What follows belongs to an exercise in optimizing a design on an open flow for a short achievable clock period; a production flow would make more cautious choices. Function was checked by simulation only, so behaviour that the tests miss may differ from the original. Power figures rest on the tool's default switching activity, not on a simulated workload.

==> flow/design.v <==
module icache_assoc #(
  parameter int SETS        = 8,
  parameter int WAYS        = 2,
  parameter int BLOCK_WORDS = 2
) (
  input  logic        CLK,
  input  logic        RST,
  input  logic        imemREN,
  input  logic [31:0] imemaddr,
  input  logic        dmemREN,
  input  logic        dmemWEN,
  input  logic        iflush,
  output logic        ihit,
  output logic [31:0] imemload,
  output logic        iREN,
  output logic [31:0] iaddr,
  input  logic        iwait,
  input  logic [31:0] iload,
  output logic [31:0] hit_count,
  output logic [31:0] miss_count
);
  localparam int BO = $clog2(BLOCK_WORDS);
  localparam int IW = $clog2(SETS);
  localparam int TW = 30 - BO - IW;
  localparam int WW = (WAYS > 1) ? $clog2(WAYS) : 1;
  localparam int CW = (BO > 0) ? BO : 1;
  localparam logic [31:0]   OFF_MASK  = 32'(BLOCK_WORDS * 4 - 1);
  localparam logic [CW-1:0] LAST_WORD = CW'(BLOCK_WORDS - 1);
  typedef enum logic {S_LOOKUP = 1'b0, S_FILL = 1'b1} state_t;
  state_t state_q, state_d;
  logic [31:0]     data_mem [SETS][WAYS][BLOCK_WORDS];
  logic [TW-1:0]   tag_mem  [SETS][WAYS];
  logic [SETS-1:0][WAYS-1:0] valid_q, valid_d;
  logic [SETS-1:0][WW-1:0]   ptr_q, ptr_d;
  logic [31:0]   fill_addr_q, fill_addr_d;
  logic [WW-1:0] victim_q, victim_d;
  logic [CW-1:0] word_cnt_q, word_cnt_d;
  logic [31:0]   hit_count_q, hit_count_d;
  logic [31:0]   miss_count_q, miss_count_d;
  logic [IW-1:0] req_idx;
  logic [TW-1:0] req_tag;
  logic [CW-1:0] req_off;
  logic [IW-1:0] fill_idx;
  logic [TW-1:0] fill_tag;
  logic          unused_addr_bits;
  assign req_idx          = imemaddr[BO+2 +: IW];
  assign req_tag          = imemaddr[31 -: TW];
  assign fill_idx         = fill_addr_q[BO+2 +: IW];
  assign fill_tag         = fill_addr_q[31 -: TW];
  assign unused_addr_bits = ^imemaddr[1:0];
  generate
    if (BO > 0) begin : g_off
      assign req_off = imemaddr[2 +: CW];
    end else begin : g_no_off
      assign req_off = '0;
    end
  endgenerate
  logic dmem_busy, lookup_ok, lookup_hit, miss_start, word_take, fill_last, fill_done;
  logic [SETS-1:0] set_sel;
  logic [SETS-1:0][WAYS-1:0] sw_match;
  logic [WAYS-1:0] way_match;
  always_comb begin
    for (int s = 0; s < SETS; s++) begin
      set_sel[s] = (req_idx == IW'(s));
      for (int w = 0; w < WAYS; w++)
        sw_match[s][w] = valid_q[s][w] && (tag_mem[s][w] == req_tag);
    end
    for (int w = 0; w < WAYS; w++) begin
      way_match[w] = 1'b0;
      for (int s = 0; s < SETS; s++)
        way_match[w] = way_match[w] | (set_sel[s] & sw_match[s][w]);
    end
  end
  logic [SETS-1:0][WAYS-1:0][31:0] sw_word;
  always_comb begin
    for (int s = 0; s < SETS; s++)
      for (int w = 0; w < WAYS; w++)
        sw_word[s][w] = data_mem[s][w][req_off] & {32{lookup_ok}};
  end
  logic [WW-1:0] victim_sel;
  always_comb begin
    victim_sel = ptr_q[req_idx];
    for (int w = WAYS - 1; w >= 0; w--)
      if (!valid_q[req_idx][w]) victim_sel = WW'(w);
  end
  assign dmem_busy  = dmemREN | dmemWEN;
  assign lookup_ok  = (state_q == S_LOOKUP) && imemREN && !dmem_busy;
  assign lookup_hit = lookup_ok && (|way_match);
  assign miss_start = lookup_ok && !(|way_match) && !iflush;
  assign word_take  = (state_q == S_FILL) && !iwait;
  assign fill_last  = word_take && (word_cnt_q == LAST_WORD);
  assign fill_done  = fill_last && !iflush;
  logic [SETS-1:0][WAYS-1:0] sw_hit;
  always_comb begin
    for (int s = 0; s < SETS; s++)
      for (int w = 0; w < WAYS; w++)
        sw_hit[s][w] = set_sel[s] & sw_match[s][w];
  end
  always_ff @(posedge CLK or posedge RST) begin
    if (RST) state_q <= S_LOOKUP;
    else     state_q <= state_d;
  end
  always_comb begin
    state_d = state_q;
    case (state_q)
      S_LOOKUP: if (miss_start) state_d = S_FILL;
      S_FILL:   if (iflush || fill_last) state_d = S_LOOKUP;
    endcase
  end
  always_comb begin
    ihit     = lookup_hit;
    imemload = '0;
    for (int s = 0; s < SETS; s++)
      for (int w = 0; w < WAYS; w++)
        imemload = imemload | ({32{sw_hit[s][w]}} & sw_word[s][w]);
    iREN     = (state_q == S_FILL);
    iaddr    = (state_q == S_FILL) ? (fill_addr_q | (32'(word_cnt_q) << 2)) : 32'd0;
  end
  always_comb begin
    valid_d      = valid_q;
    ptr_d        = ptr_q;
    fill_addr_d  = fill_addr_q;
    victim_d     = victim_q;
    word_cnt_d   = word_cnt_q;
    hit_count_d  = hit_count_q;
    miss_count_d = miss_count_q;
    if (state_q == S_LOOKUP) begin
      fill_addr_d = imemaddr & ~OFF_MASK;
      victim_d    = victim_sel;
      word_cnt_d  = '0;
    end
    if (state_q == S_FILL) valid_d[fill_idx][victim_q] = 1'b0;
    if (word_take) word_cnt_d = word_cnt_q + 1'b1;
    if (fill_done) begin
      valid_d[fill_idx][victim_q] = 1'b1;
      ptr_d[fill_idx] = (WAYS > 1) ? ptr_q[fill_idx] + 1'b1 : '0;
    end
    if (iflush) begin
      for (int s = 0; s < SETS; s++) begin
        valid_d[s] = '0;
        ptr_d[s]   = '0;
      end
    end
    if (lookup_hit && (hit_count_q != 32'hFFFF_FFFF)) hit_count_d = hit_count_q + 32'd1;
    if (miss_start && (miss_count_q != 32'hFFFF_FFFF)) miss_count_d = miss_count_q + 32'd1;
  end
  always_ff @(posedge CLK or posedge RST) begin
    if (RST) begin
      for (int s = 0; s < SETS; s++) begin
        valid_q[s] <= '0;
        ptr_q[s]   <= '0;
      end
      fill_addr_q  <= '0;
      victim_q     <= '0;
      word_cnt_q   <= '0;
      hit_count_q  <= '0;
      miss_count_q <= '0;
    end else begin
      valid_q      <= valid_d;
      ptr_q        <= ptr_d;
      fill_addr_q  <= fill_addr_d;
      victim_q     <= victim_d;
      word_cnt_q   <= word_cnt_d;
      hit_count_q  <= hit_count_d;
      miss_count_q <= miss_count_d;
    end
  end
  always_ff @(posedge CLK) begin
    if (word_take) data_mem[fill_idx][victim_q][word_cnt_q] <= iload;
    if (fill_done) tag_mem[fill_idx][victim_q] <= fill_tag;
  end
  assign hit_count  = hit_count_q;
  assign miss_count = miss_count_q;
endmodule
Settings: LEC_CHECK=0, CAP_MARGIN=20, CORE_MARGIN=2, CORE_UTILIZATION=35, PLACE_DENSITY=0.65, SETUP_SLACK_MARGIN=3.5, SLEW_MARGIN=20; clock period 7.0 ns.
run.sh (not shown) runs the stock make flow with config.mk's settings and CLKGATE_MAP_FILE= SYNTH_SCRIPT=/design/flow/synth_recipe.tcl, a recipe that flattens the netlist after the stock synthesis.
The first run went through all stages and came out clean.
Rerun with:
--- a/flow/config.mk
+++ b/flow/config.mk
@@ -8,6 +8,6 @@
 export CAP_MARGIN = 20
 export CORE_MARGIN = 2
-export CORE_UTILIZATION = 35
-export PLACE_DENSITY = 0.65
-export SETUP_SLACK_MARGIN = 3.5
+export CORE_UTILIZATION = 40
+export SETUP_SLACK_MARGIN = 3.0
 export SLEW_MARGIN = 20
+export TNS_END_PERCENT = 5
Area after synthesis does not change.
Count of clock-buffer cells in the layout rose by 14.
Fmax goes up by about 1%.
Clock power shrinks by about 2%.
Via count fell by about 2%.
Utilization rises by 5.3 points.
Rerun with:
--- a/flow/config.mk
+++ b/flow/config.mk
@@ -9,5 +9,6 @@
 export CORE_MARGIN = 2
 export CORE_UTILIZATION = 40
-export SETUP_SLACK_MARGIN = 3.0
+export GPL_ROUTABILITY_DRIVEN = 0
+export PLACE_DENSITY = 0.7
+export SETUP_SLACK_MARGIN = 3.5
 export SLEW_MARGIN = 20
-export TNS_END_PERCENT = 5
The new run finished clean.
Sequential power barely changes.
Routed wire length rises by a few percent.
Flip-flop and latch count is unchanged.
Critical path depth fell by 2.
Final cell count rises slightly.
Register-to-register slack stays flat.
Area after synthesis does not change.
Rerun with:
==> flow/flow/run.sh (new file) <==
#!/bin/bash
set -euo pipefail
here=$(pwd)
bash standard.sh "GLOBAL_PLACEMENT_ARGS=-timing_driven_net_weight_max 8 -timing_driven_nets_percentage 5" finish > "$here/standard.log" 2>&1
==> flow/standard.sh (new file) <==
#!/bin/bash
# synth_recipe.tcl (not shown) runs the flow's synth.tcl, then flattens the netlist and writes it again
# the make line also repeats each setting of config.mk as NAME=value (left out here)
make -C /OpenROAD-flow-scripts/flow DESIGN_CONFIG=/design/flow/config.mk WORK_HOME=/design/flow/orfs CLKGATE_MAP_FILE= SYNTH_SCRIPT=/design/flow/synth_recipe.tcl "${@:-finish}"
--- a/flow/config.mk
+++ b/flow/config.mk
@@ -9,6 +9,4 @@
 export CORE_MARGIN = 2
 export CORE_UTILIZATION = 40
-export GPL_ROUTABILITY_DRIVEN = 0
-export PLACE_DENSITY = 0.7
 export SETUP_SLACK_MARGIN = 3.5
 export SLEW_MARGIN = 20
removed: flow/run.sh
Result: Cell area stays flat; core utilization hardly moves; die area does not change; final cell count hardly moves; sequential cell count stays the same; register-to-register slack is better by 0.33 ns; routed wire length fell by 0.87%; combinational power fell by about 4%; worst setup slack hardly moves; fmax barely changes.
Rerun with:
==> flow/run.sh (new file) <==
#!/bin/bash
# synth_recipe.tcl (not shown) runs the flow's synth.tcl, then flattens the netlist and writes it again
# the make line also repeats each setting of config.mk as NAME=value (left out here)
make -C /OpenROAD-flow-scripts/flow DESIGN_CONFIG=/design/flow/config.mk WORK_HOME=/design/flow/orfs CLKGATE_MAP_FILE= SYNTH_SCRIPT=/design/flow/synth_recipe.tcl finish
--- a/flow/config.mk
+++ b/flow/config.mk
@@ -9,4 +9,4 @@
 export CORE_MARGIN = 2
 export CORE_UTILIZATION = 40
-export SETUP_SLACK_MARGIN = 3.5
+export SETUP_SLACK_MARGIN = 5
 export SLEW_MARGIN = 20
removed: flow/flow/run.sh
removed: flow/standard.sh
=> Count of clock-buffer cells in the layout increases by 5. Total power went up by about 0.6%. Via count goes up by about 10%. Register-to-register slack improved by 0.03 ns. Synthesized cell count does not change. Area after synthesis does not change. Worst setup slack loses 0.038 ns. Flip-flop and latch count does not change. Wire length rises by about 18%. Sequential power is about the same.
Rerun with:
--- a/flow/config.mk
+++ b/flow/config.mk
@@ -9,4 +9,5 @@
 export CORE_MARGIN = 2
 export CORE_UTILIZATION = 40
-export SETUP_SLACK_MARGIN = 5
+export GPL_ROUTABILITY_DRIVEN = 0
+export SETUP_SLACK_MARGIN = 3.5
 export SLEW_MARGIN = 20
After rerunning: Design area drops by about 8%; final cell count drops by 5.5%; critical path depth drops by 1; total power drops by about 1%; die area does not change; wire length drops by about 14%; worst hold slack degrades by 0.053 ns; count of clock-buffer cells in the layout drops by 3; clock power drops by about 1%; setup slack improves by 0.042 ns; area after synthesis is unchanged.

## static timing again, ports no longer ideal
The results above use ideal ports. As a check the final layouts listed here were re-extracted and re-timed, cells and wires unchanged.
Step 1 sets driving cells, clkbuf_16 on the clock port and buf_2 on the other inputs (assumed; they add their load-dependent delay and slew).
Step 2 moves the port delays by t, midway between the first and last clock arrival at a register: inputs arrive t later, outputs are due t later. That takes back most of the time a late clock gives input paths.
a / b / c = ideal ports / drivers / drivers and shift; a / b = the first two.
run | shift t [ns] | setup WS [ns] | hold slack, ns | slew at the worst register clock pin (ns)
the first run | 0.897 | 1.719 / 1.668 / 1.668 | 0.490 / 0.490 / 0.490 | 0.07 / 0.07
the second run | 0.875 | 1.771 / 1.696 / 1.696 | 0.491 / 0.491 / 0.491 | 0.07 / 0.07
the third run | 0.871 | 1.705 / 1.677 / 1.677 | 0.481 / 0.481 / 0.481 | 0.07 / 0.07
the fourth run | 0.879 | 1.706 / 1.652 / 1.652 | 0.496 / 0.496 / 0.496 | 0.07 / 0.07
the fifth run | 0.906 | 1.669 / 1.606 / 1.606 | 0.543 / 0.543 / 0.543 | 0.07 / 0.07
the sixth run | 0.875 | 1.711 / 1.638 / 1.638 | 0.490 / 0.490 / 0.490 | 0.07 / 0.07
After both steps every run listed still meets setup and hold. For the second run, which loses most, drivers alone change the setup slack by -0.075 ns; drivers and shift together by -0.075 ns.
